Source: an optimization exercise on an open RTL-to-GDS flow (aim: small area, a short achievable clock period and few clock cycles per item). Production flows keep margins and buffers that such runs may drop.
Where RTL was checked, it was by simulation tests only, not by an equivalence proof against the original.
Power is estimated from default activity; no workload was simulated.

Design multi_stack_shared_buffer_core, start of the top module:
module multi_stack_shared_buffer_core #(
   parameter int NUM_STACKS = msb_pkg::NUM_STACKS_DEFAULT,
   parameter int CAPACITY   = msb_pkg::CAPACITY_DEFAULT,
   parameter int DATA_WIDTH = msb_pkg::DATA_WIDTH_DEFAULT
) (
   input  wire logic        clock,
   input  wire logic        reset,
   input  wire logic        req_tvalid,
   output      logic        req_tready,
   input  wire logic [31:0] req_tdata,    
   input  wire logic [3:0]  req_tuser,    
   output      logic        rsp_tvalid,
   input  wire logic        rsp_tready,
   output      logic [31:0] rsp_tdata,    
   output      logic [1:0]  rsp_tuser     
);
   msb_pkg::req_type req;
   msb_pkg::rsp_type rsp;
   assign req.action   = msb_pkg::action_type'(req_tuser[1:0]);
   assign req.stack_id = req_tuser[3:2];
   assign req.value    = req_tdata;
   msb_engine #(
      .NUM_STACKS (NUM_STACKS),
      .CAPACITY   (CAPACITY),
      .DATA_WIDTH (DATA_WIDTH)
   ) u_engine (
      .clock     (clock),
      .reset     (reset),
      .req_valid (req_tvalid),
      .req_ready (req_tready),
      .req       (req),
      .rsp_valid (rsp_tvalid),
      .rsp_ready (rsp_tready),
      .rsp       (rsp)
   );
   assign rsp_tdata = rsp.data;
   assign rsp_tuser = rsp.status;
endmodule
clock: 4.0 ns
lec_check: 0
cap_margin: 20
core_margin: 2
core_utilization: 40
cts_buf_list: sky130_fd_sc_hd__clkbuf_16
cts_cluster_diameter: 70
cts_cluster_size: 24
setup_slack_margin: 1.9
slew_margin: 20
tns_end_percent: 0
run.sh (not shown) runs the stock make flow with config.mk's settings and CLKGATE_MAP_FILE= SYNTH_SCRIPT=/design/flow/synth_recipe.tcl, a recipe that flattens the netlist after the stock synthesis.
The starting point completed without violations.
Change:
--- a/flow/config.mk
+++ b/flow/config.mk
@@ -10,5 +10,3 @@
 export CORE_UTILIZATION = 40
-export CTS_BUF_LIST = sky130_fd_sc_hd__clkbuf_16
-export CTS_CLUSTER_DIAMETER = 70
-export CTS_CLUSTER_SIZE = 24
+export CTS_BUF_LIST = sky130_fd_sc_hd__clkbuf_8
 export SETUP_SLACK_MARGIN = 1.9
After rerunning:
- The new run ran to the end with no violations
- sequential power stays flat
- global-route usage climbs by 0.22 points
- first-iteration DRC count went up by 2.4%
- routed wire length increases by 1.0%
- synthesized cell count stays the same
No functional check of the RTL was part of any run of this note.

build 81:
The RTL this note starts from:
==> flow/design.v <==
`default_nettype none
package msb_pkg;
   localparam int ACTION_WIDTH   = 2;
   localparam int STACK_ID_WIDTH = 2;
   localparam int VALUE_WIDTH    = 32;
   localparam int STATUS_WIDTH   = 2;
   localparam int STACK_SLOTS    = 2 ** STACK_ID_WIDTH;
   localparam int NUM_STACKS_DEFAULT = 4;
   localparam int CAPACITY_DEFAULT   = 16;
   localparam int DATA_WIDTH_DEFAULT = 32;
   typedef enum logic [ACTION_WIDTH-1:0] {
      ACT_PUSH = 2'd0,
      ACT_POP  = 2'd1,
      ACT_PEEK = 2'd2,
      ACT_NOP  = 2'd3
   } action_type;
   typedef enum logic [STATUS_WIDTH-1:0] {
      ST_OK    = 2'd0,
      ST_FULL  = 2'd1,
      ST_EMPTY = 2'd2
   } status_type;
   typedef enum logic {
      PH_IDLE = 1'b0,
      PH_EXEC = 1'b1
   } phase_type;
   typedef struct packed {
      action_type                       action;
      logic [STACK_ID_WIDTH-1:0]        stack_id;
      logic signed [VALUE_WIDTH-1:0]    value;
   } req_type;
   typedef struct packed {
      logic signed [VALUE_WIDTH-1:0]    data;
      status_type                       status;
   } rsp_type;
   typedef struct packed {
      logic start;
      logic out_free;
   } eng_ctrl_type;
   typedef struct packed {
      logic busy;
      logic done;
   } eng_stat_type;
endpackage
`default_nettype wire
`default_nettype none
module msb_ram #(
   parameter int WIDTH = 32,
   parameter int DEPTH = 16
) (
   input  wire logic                       clock,
   input  wire logic [DEPTH-1:0]           wr_en,
   input  wire logic [WIDTH-1:0]           wr_data,
   input  wire logic [DEPTH-1:0]           rd_sel,
   output      logic [WIDTH-1:0]           rd_data
);
   logic [WIDTH-1:0] mem [DEPTH];
   always_ff @(posedge clock) begin
      for (int i = 0; i < DEPTH; i++) begin
         if (wr_en[i]) begin
            mem[i] <= wr_data;
         end
      end
   end
   always_comb begin
      rd_data = '0;
      for (int i = 0; i < DEPTH; i++) begin
         rd_data = rd_data | (mem[i] & {WIDTH{rd_sel[i]}});
      end
   end
endmodule
`default_nettype wire
`default_nettype none
module msb_engine #(
   parameter int NUM_STACKS = msb_pkg::NUM_STACKS_DEFAULT,
   parameter int CAPACITY   = msb_pkg::CAPACITY_DEFAULT,
   parameter int DATA_WIDTH = msb_pkg::DATA_WIDTH_DEFAULT
) (
   input  wire logic                    clock,
   input  wire logic                    reset,
   input  wire logic                    req_valid,
   output      logic                    req_ready,
   input  wire msb_pkg::req_type        req,
   output      logic                    rsp_valid,
   input  wire logic                    rsp_ready,
   output      msb_pkg::rsp_type        rsp
);
   localparam int AW = $clog2(CAPACITY);
   localparam int NS = msb_pkg::STACK_SLOTS;
   logic [AW-1:0]       head_ff [NS];
   logic [NS-1:0]       ne_ff;           
   logic [AW-1:0]       link_ff [CAPACITY];
   logic [CAPACITY-1:0] used_ff;
   logic                rd_valid_ff;
   msb_pkg::status_type rd_status_ff;
   logic [CAPACITY-1:0] rd_sel_ff;       
   logic                main_valid_ff;
   msb_pkg::status_type main_status_ff;
   logic [DATA_WIDTH-1:0] main_data_ff;
   logic                rd_move;
   logic                room;
   logic                take;
   logic                rd_valid_in, main_valid_in;
   logic [CAPACITY-1:0] alloc_oh;
   logic [AW-1:0]       alloc_idx;
   logic                full;
   logic                accept;
   logic [NS-1:0]       sid_oh;
   logic [CAPACITY-1:0] head_oh [NS];
   logic [CAPACITY-1:0] is_self;
   logic [CAPACITY-1:0] top_sel;         
   logic [AW-1:0]       head_s;
   logic [AW-1:0]       below_s;
   logic                last_s;
   logic                ne_s;
   logic                is_push, is_pop, is_rd;
   logic                push_ok, pop_ok;
   msb_pkg::status_type status_new;
   logic [DATA_WIDTH-1:0] rd_data;
   always_comb begin
      alloc_oh  = '0;
      alloc_idx = '0;
      for (int i = CAPACITY - 1; i >= 0; i--) begin
         if (!used_ff[i]) begin
            alloc_oh    = '0;
            alloc_oh[i] = 1'b1;
            alloc_idx   = AW'(i);
         end
      end
      full = &used_ff;
   end
   always_comb begin
      for (int s = 0; s < NS; s++) begin
         for (int i = 0; i < CAPACITY; i++) begin
            head_oh[s][i] = ne_ff[s] && (head_ff[s] == AW'(i)) && (s < NUM_STACKS);
         end
      end
      for (int i = 0; i < CAPACITY; i++) begin
         is_self[i] = (link_ff[i] == AW'(i));
      end
   end
   assign room      = !rd_valid_ff || !main_valid_ff || rsp_ready;
   assign req_ready = room;
   assign accept    = req_valid && room;
   always_comb begin
      for (int s = 0; s < NS; s++) begin
         sid_oh[s] = (req.stack_id == msb_pkg::STACK_ID_WIDTH'(s));
      end
      top_sel = '0;
      for (int s = 0; s < NS; s++) begin
         top_sel = top_sel | (head_oh[s] & {CAPACITY{sid_oh[s]}});
      end
      ne_s    = ne_ff[req.stack_id] && (req.stack_id < msb_pkg::STACK_ID_WIDTH'(NUM_STACKS) || NUM_STACKS >= NS);
      head_s  = head_ff[req.stack_id];
      below_s = '0;
      for (int i = 0; i < CAPACITY; i++) begin
         below_s = below_s | (link_ff[i] & {AW{top_sel[i]}});
      end
      last_s  = |(top_sel & is_self);
   end
   assign is_push = (req.action == msb_pkg::ACT_PUSH);
   assign is_pop  = (req.action == msb_pkg::ACT_POP);
   assign is_rd   = (req.action == msb_pkg::ACT_POP) || (req.action == msb_pkg::ACT_PEEK);
   assign push_ok = is_push && !full && (req.stack_id < msb_pkg::STACK_ID_WIDTH'(NUM_STACKS) || NUM_STACKS >= NS);
   assign pop_ok  = is_pop && ne_s;
   always_comb begin
      if (is_push && !push_ok) begin
         status_new = msb_pkg::ST_FULL;
      end else if (is_rd && !ne_s) begin
         status_new = msb_pkg::ST_EMPTY;
      end else begin
         status_new = msb_pkg::ST_OK;
      end
   end
   always_ff @(posedge clock) begin
      if (reset) begin
         used_ff <= '0;
         ne_ff   <= '0;
      end else if (accept) begin
         if (push_ok) begin
            used_ff <= used_ff | alloc_oh;
            ne_ff[req.stack_id] <= 1'b1;
         end
         if (pop_ok) begin
            used_ff <= used_ff & ~top_sel;
            ne_ff[req.stack_id] <= !last_s;
         end
      end
   end
   always_ff @(posedge clock) begin
      if (accept) begin
         if (push_ok) begin
            head_ff[req.stack_id] <= alloc_idx;
         end
         if (pop_ok) begin
            head_ff[req.stack_id] <= below_s;
         end
      end
   end
   always_ff @(posedge clock) begin
      for (int i = 0; i < CAPACITY; i++) begin
         if (alloc_oh[i]) begin
            link_ff[i] <= ne_s ? head_s : AW'(i);
         end
      end
   end
   assign take    = main_valid_ff && rsp_ready;
   assign rd_move = rd_valid_ff && (!main_valid_ff || rsp_ready);
   always_comb begin
      rd_valid_in   = accept || (rd_valid_ff && !rd_move);
      main_valid_in = rd_move || (main_valid_ff && !take);
   end
   always_ff @(posedge clock) begin
      if (reset) begin
         rd_valid_ff   <= 1'b0;
         main_valid_ff <= 1'b0;
      end else begin
         rd_valid_ff   <= rd_valid_in;
         main_valid_ff <= main_valid_in;
      end
   end
   always_ff @(posedge clock) begin
      if (accept) begin
         rd_status_ff <= status_new;
         rd_sel_ff    <= top_sel & {CAPACITY{is_rd}};
      end
   end
   always_ff @(posedge clock) begin
      if (!main_valid_ff || rsp_ready) begin
         main_status_ff <= rd_status_ff;
         main_data_ff   <= rd_data;
      end
   end
   msb_ram #(
      .WIDTH (DATA_WIDTH),
      .DEPTH (CAPACITY)
   ) u_data_ram (
      .clock   (clock),
      .wr_en   (alloc_oh & {CAPACITY{room}}),
      .wr_data (req.value[DATA_WIDTH-1:0]),
      .rd_sel  (rd_sel_ff),
      .rd_data (rd_data)
   );
   assign rsp_valid  = main_valid_ff;
   assign rsp.status = main_status_ff;
   assign rsp.data   = msb_pkg::VALUE_WIDTH'(main_data_ff);
endmodule
`default_nettype wire
`default_nettype none
module multi_stack_shared_buffer_core #(
   parameter int NUM_STACKS = msb_pkg::NUM_STACKS_DEFAULT,
   parameter int CAPACITY   = msb_pkg::CAPACITY_DEFAULT,
   parameter int DATA_WIDTH = msb_pkg::DATA_WIDTH_DEFAULT
) (
   input  wire logic        clock,
   input  wire logic        reset,
   input  wire logic        req_tvalid,
   output      logic        req_tready,
   input  wire logic [31:0] req_tdata,    
   input  wire logic [3:0]  req_tuser,    
   output      logic        rsp_tvalid,
   input  wire logic        rsp_tready,
   output      logic [31:0] rsp_tdata,    
   output      logic [1:0]  rsp_tuser     
);
   msb_pkg::req_type req;
   msb_pkg::rsp_type rsp;
   assign req.action   = msb_pkg::action_type'(req_tuser[1:0]);
   assign req.stack_id = req_tuser[3:2];
   assign req.value    = req_tdata;
   msb_engine #(
      .NUM_STACKS (NUM_STACKS),
      .CAPACITY   (CAPACITY),
      .DATA_WIDTH (DATA_WIDTH)
   ) u_engine (
      .clock     (clock),
      .reset     (reset),
      .req_valid (req_tvalid),
      .req_ready (req_tready),
      .req       (req),
      .rsp_valid (rsp_tvalid),
      .rsp_ready (rsp_tready),
      .rsp       (rsp)
   );
   assign rsp_tdata = rsp.data;
   assign rsp_tuser = rsp.status;
endmodule
`default_nettype wire
clock: 4.0 ns
lec_check: 0
cap_margin: 20
core_margin: 2
core_utilization: 40
cts_buf_list: sky130_fd_sc_hd__clkbuf_8
setup_slack_margin: 1.9
slew_margin: 20
tns_end_percent: 0
standard.sh (not shown) runs the stock make flow with config.mk's settings and CLKGATE_MAP_FILE= SYNTH_SCRIPT=/design/flow/synth_recipe.tcl, a recipe that flattens the netlist after the stock synthesis.
==> flow/flow/run.sh <==
#!/bin/bash
export BUFFER_PORTS_ARGS="-buffer_cell sky130_fd_sc_hd__buf_2"
export CTS_ARGS="-sink_clustering_enable -repair_clock_nets -dont_use_dummy_load -buf_list sky130_fd_sc_hd__clkbuf_8"
bash standard.sh > standard.log 2>&1
Testbench counts of build 81, summed over its fixed seeds: cycles 8,016, items 8,000.
Changes in build 55 relative to build 81:
- putting CTS_CLUSTER_DIAMETER at 70 where nothing was set
- putting CTS_CLUSTER_SIZE at 24 where nothing was set
- swapping 1.9 for 2.3 in SETUP_SLACK_MARGIN
- swapping 40 for 65 in CORE_UTILIZATION
- swapping sky130_fd_sc_hd__clkbuf_8 for sky130_fd_sc_hd__clkbuf_16 in CTS_BUF_LIST
==> flow/flow/run.sh <==
#!/bin/bash
export BUFFER_PORTS_ARGS="-buffer_cell sky130_fd_sc_hd__buf_2"
export CTS_ARGS="-sink_clustering_enable -repair_clock_nets -dont_use_dummy_load -buf_list sky130_fd_sc_hd__clkbuf_16 -sink_clustering_size 24 -sink_clustering_max_diameter 70"
bash standard.sh > standard.log 2>&1
--- outcome ---
Build 55 did not stop at any stage, and its layout met the timing, design-rule and antenna checks.
Build 81 has a higher fraction of power spent switching nets than build 55.
Build 55 -> build 81: area after synthesis delta 0, exact match
Build 81 vs build 55, critical path endpoint: u_engine.ne_ff[2] vs u_engine.head_ff[3][1]
Against build 81, build 55 comes in 2.3 points higher on sequential share of layout area.
Taking build 81 as the reference point, the worst setup slack of build 55 rises by 0.055 ns.
For the share of the clock period used by the worst path after layout, build 55 came in 1.4 points lower than build 81 did.
Build 55 gives less highest cell delay on the worst timing path than build 81 did.
Delta(maximum operating frequency, build 55 - build 81) > 0
The run showing the smaller count of routing violations after the opening detailed-route iteration is build 81.
Die extent in y on build 55 is down relative to build 81.
Run comparison: build 55 start point of the critical path req_tuser[3]; build 81 start point of the critical path req_tuser[2]
Diff build 81 -> build 55: number of nets in the finished design lost 76, area of all placed cells without fillers -about 3.2%.
Changes in build 95 relative to build 55:
- CORE_UTILIZATION now 40, was 65
- SETUP_SLACK_MARGIN now 1.9, was 2.3
==> flow/run.sh (new file) <==
#!/bin/bash
# synth_recipe.tcl (not shown) runs the flow's synth.tcl, then flattens the netlist and writes it again
# the make line also repeats each setting of config.mk as NAME=value (left out here)
make -C /OpenROAD-flow-scripts/flow DESIGN_CONFIG=/design/flow/config.mk WORK_HOME=/design/flow/orfs CLKGATE_MAP_FILE= SYNTH_SCRIPT=/design/flow/synth_recipe.tcl finish
removed: flow/flow/run.sh
removed: flow/standard.sh
[summary]
Cmp build 95 vs build 55: data arrival time of the critical path higher in build 95
Between build 55 and build 95, area of all placed cells without fillers is lower for build 55, build 95 comes in above that.
NOTE: slew at the pin closest to its max-slew limit in build 95 exceeds that of build 55
The critical path launch point comes out req_tuser[3] in one run and req_tuser[2] in the other, namely in build 55 and build 95 respectively.
Total power ended up 7.5% higher on build 95 than on build 55.
In build 95 the final cell count turned out 353 higher than in build 55.
Final routed wire length divided by cell count: build 95 < build 55
In build 95, the wire length of the first global-routing pass came out about 7% above the value in build 55.
Required time of the worst setup path is higher on build 95
The run with more routed wire is build 95, not build 55.
In build 95, static leakage is higher than in build 55.
diff inputs: build 95 => build 8
- CORE_UTILIZATION now 60, was 40
## What came out
- Build 8 -> build 95: part of the power in the clock network flat
- Number of clock buffers in the layout: build 8 vs build 95 up 2.6%
- The higher global-route usage of build 8 and build 95 is in build 8.
- Build 8 -> build 95: post-route total power flat

RTL: the design.v shown in full above, as it stands there.
Settings: LEC_CHECK=0, CAP_MARGIN=20, CORE_MARGIN=2, CORE_UTILIZATION=60, CTS_BUF_LIST=sky130_fd_sc_hd__clkbuf_16, CTS_CLUSTER_DIAMETER=70, CTS_CLUSTER_SIZE=24, SETUP_SLACK_MARGIN=1.9, SLEW_MARGIN=20, TNS_END_PERCENT=0; clock period 4.0 ns.
==> flow/flow/run.sh <==
#!/bin/bash
export BUFFER_PORTS_ARGS="-buffer_cell sky130_fd_sc_hd__buf_2"
export CTS_ARGS="-sink_clustering_enable -repair_clock_nets -dont_use_dummy_load -buf_list sky130_fd_sc_hd__clkbuf_16 -sink_clustering_size 24 -sink_clustering_max_diameter 70"
bash standard.sh > standard.log 2>&1
The first run produced a clean layout.
Testbench counts at the start, summed over its fixed seeds: cycles 8,016, items 8,000.
Change:
==> flow/run.sh (new file) <==
#!/bin/bash
# synth_recipe.tcl (not shown) runs the flow's synth.tcl, then flattens the netlist and writes it again
# the make line also repeats each setting of config.mk as NAME=value (left out here)
make -C /OpenROAD-flow-scripts/flow DESIGN_CONFIG=/design/flow/config.mk WORK_HOME=/design/flow/orfs CLKGATE_MAP_FILE= SYNTH_SCRIPT=/design/flow/synth_recipe.tcl finish
Settings changed: CORE_UTILIZATION 60 to 40, SETUP_SLACK_MARGIN 1.9 to 2.3.
removed: flow/flow/run.sh
removed: flow/standard.sh
Effect: First-iteration DRC count is lower by 6.1%. Register-to-register slack improves by 0.14 ns. Routed wire length is higher by 6.8%. Via count is lower by 0.58%. Final cell count is higher by 17%. Non-clock buffer count is higher by 12. Total power is higher by 6.3%. Final area is higher by 4.9%. Core utilization is lower by 21 points.
Change:
==> flow/flow/run.sh (new file) <==
#!/bin/bash
export BUFFER_PORTS_ARGS="-buffer_cell sky130_fd_sc_hd__buf_2"
export CTS_ARGS="-sink_clustering_enable -repair_clock_nets -dont_use_dummy_load -buf_list sky130_fd_sc_hd__clkbuf_16 -sink_clustering_size 24 -sink_clustering_max_diameter 70"
bash standard.sh > standard.log 2>&1
==> flow/standard.sh (new file) <==
#!/bin/bash
# synth_recipe.tcl (not shown) runs the flow's synth.tcl, then flattens the netlist and writes it again
# the make line also repeats each setting of config.mk as NAME=value (left out here)
make -C /OpenROAD-flow-scripts/flow DESIGN_CONFIG=/design/flow/config.mk WORK_HOME=/design/flow/orfs CLKGATE_MAP_FILE= SYNTH_SCRIPT=/design/flow/synth_recipe.tcl "${@:-finish}"
Settings changed: CORE_UTILIZATION 40 to 70, SETUP_SLACK_MARGIN 2.3 to 2.5.
removed: flow/run.sh
Via count is higher by a few percent.
Hold slack improved by 0.064 ns.
Register-to-register slack got worse by 0.06 ns.
Final area is lower by a few percent.
Non-clock buffer count is lower by 3.
Combinational power is lower by a few percent.
Utilization is higher by 32 points.
Setup slack got worse by 0.025 ns.
Change:
==> flow/run.sh (new file) <==
#!/bin/bash
# synth_recipe.tcl (not shown) runs the flow's synth.tcl, then flattens the netlist and writes it again
# the make line also repeats each setting of config.mk as NAME=value (left out here)
make -C /OpenROAD-flow-scripts/flow DESIGN_CONFIG=/design/flow/config.mk WORK_HOME=/design/flow/orfs CLKGATE_MAP_FILE= SYNTH_SCRIPT=/design/flow/synth_recipe.tcl finish
Settings changed: CORE_UTILIZATION 70 to 40, CTS_BUF_LIST sky130_fd_sc_hd__clkbuf_16 to sky130_fd_sc_hd__clkbuf_8, CTS_CLUSTER_DIAMETER 70 to unset, CTS_CLUSTER_SIZE 24 to unset, SETUP_SLACK_MARGIN 2.5 to 1.9.
removed: flow/flow/run.sh
removed: flow/standard.sh
The changed run produced a clean layout; design area is higher by about 6%; power came out higher by 13%; worst setup slack is better by 0.043 ns.
Change:
Settings changed: CORE_UTILIZATION 40 to 65, CTS_BUF_LIST sky130_fd_sc_hd__clkbuf_8 to sky130_fd_sc_hd__clkbuf_16, CTS_CLUSTER_DIAMETER set to 70, CTS_CLUSTER_SIZE set to 24, SETUP_SLACK_MARGIN 1.9 to 2.3.
Effect:
- The changed run finished with timing, DRC and antenna clean
- final cell count goes down by about 17%
- count of clock-buffer cells in the layout drops by 69
- final area fell by 3.1%
- critical path depth came out higher by 2
- area after synthesis does not change
- synthesized cell count does not change
- worst hold slack gets better by 0.014 ns
- sequential share of layout area rises by 2.1 points

## what the ideal ports hide
The results above use ideal ports. As a check the final layouts listed here were re-extracted and re-timed, cells and wires unchanged. Step 1 (the two cells are an assumption about what drives the block):
set clk [get_ports {clock}]
set_driving_cell -lib_cell sky130_fd_sc_hd__clkbuf_16 $clk
set_driving_cell -lib_cell sky130_fd_sc_hd__buf_2 [delete_from_list [all_inputs] $clk]
Step 2, shift: input delay + t, output delay - t, t = (earliest + latest rising clock arrival at the registers) / 2. This alone moves slack from input paths to output paths. a / b / c = ideal / step 1 / step 2; a / b = the first two.
run	t, ns	setup WS [ns]	slew at the worst register clock pin (ns)	worst data-port slew with drivers (ns)	cell pins on the clock port's net
the first run of note 1	0.643	1.281 / 1.281 / 0.677	0.09 / 0.09	0.11	1
the second run of note 1	0.762	1.247 / 1.221 / 0.549	0.07 / 0.07	0.12	1
build 81	0.704	1.558 / 1.550 / 0.846	0.07 / 0.07	0.11	1
build 55	0.611	1.613 / 1.608 / 0.997	0.09 / 0.09	0.08	1
build 95	0.639	1.570 / 1.599 / 0.960	0.10 / 0.10	0.10	1
build 8	0.648	1.647 / 1.612 / 1.020	0.10 / 0.10	0.11	1
the first run of note 3	0.607	1.468 / 1.471 / 0.865	0.10 / 0.10	0.08	1
the second run of note 3	0.637	1.597 / 1.610 / 0.973	0.10 / 0.10	0.10	1
the third run of note 3	0.574	1.572 / 1.563 / 0.989	0.10 / 0.10	0.08	1
the fourth run of note 3	0.732	1.615 / 1.636 / 0.905	0.06 / 0.06	0.10	1
the fifth run of note 3	0.632	1.576 / 1.594 / 0.962	0.09 / 0.09	0.09	1
After both steps every run listed still meets setup and hold. The setup slack of build 81, which loses most, moves by -0.008 ns with the drivers and by -0.712 ns with both steps.
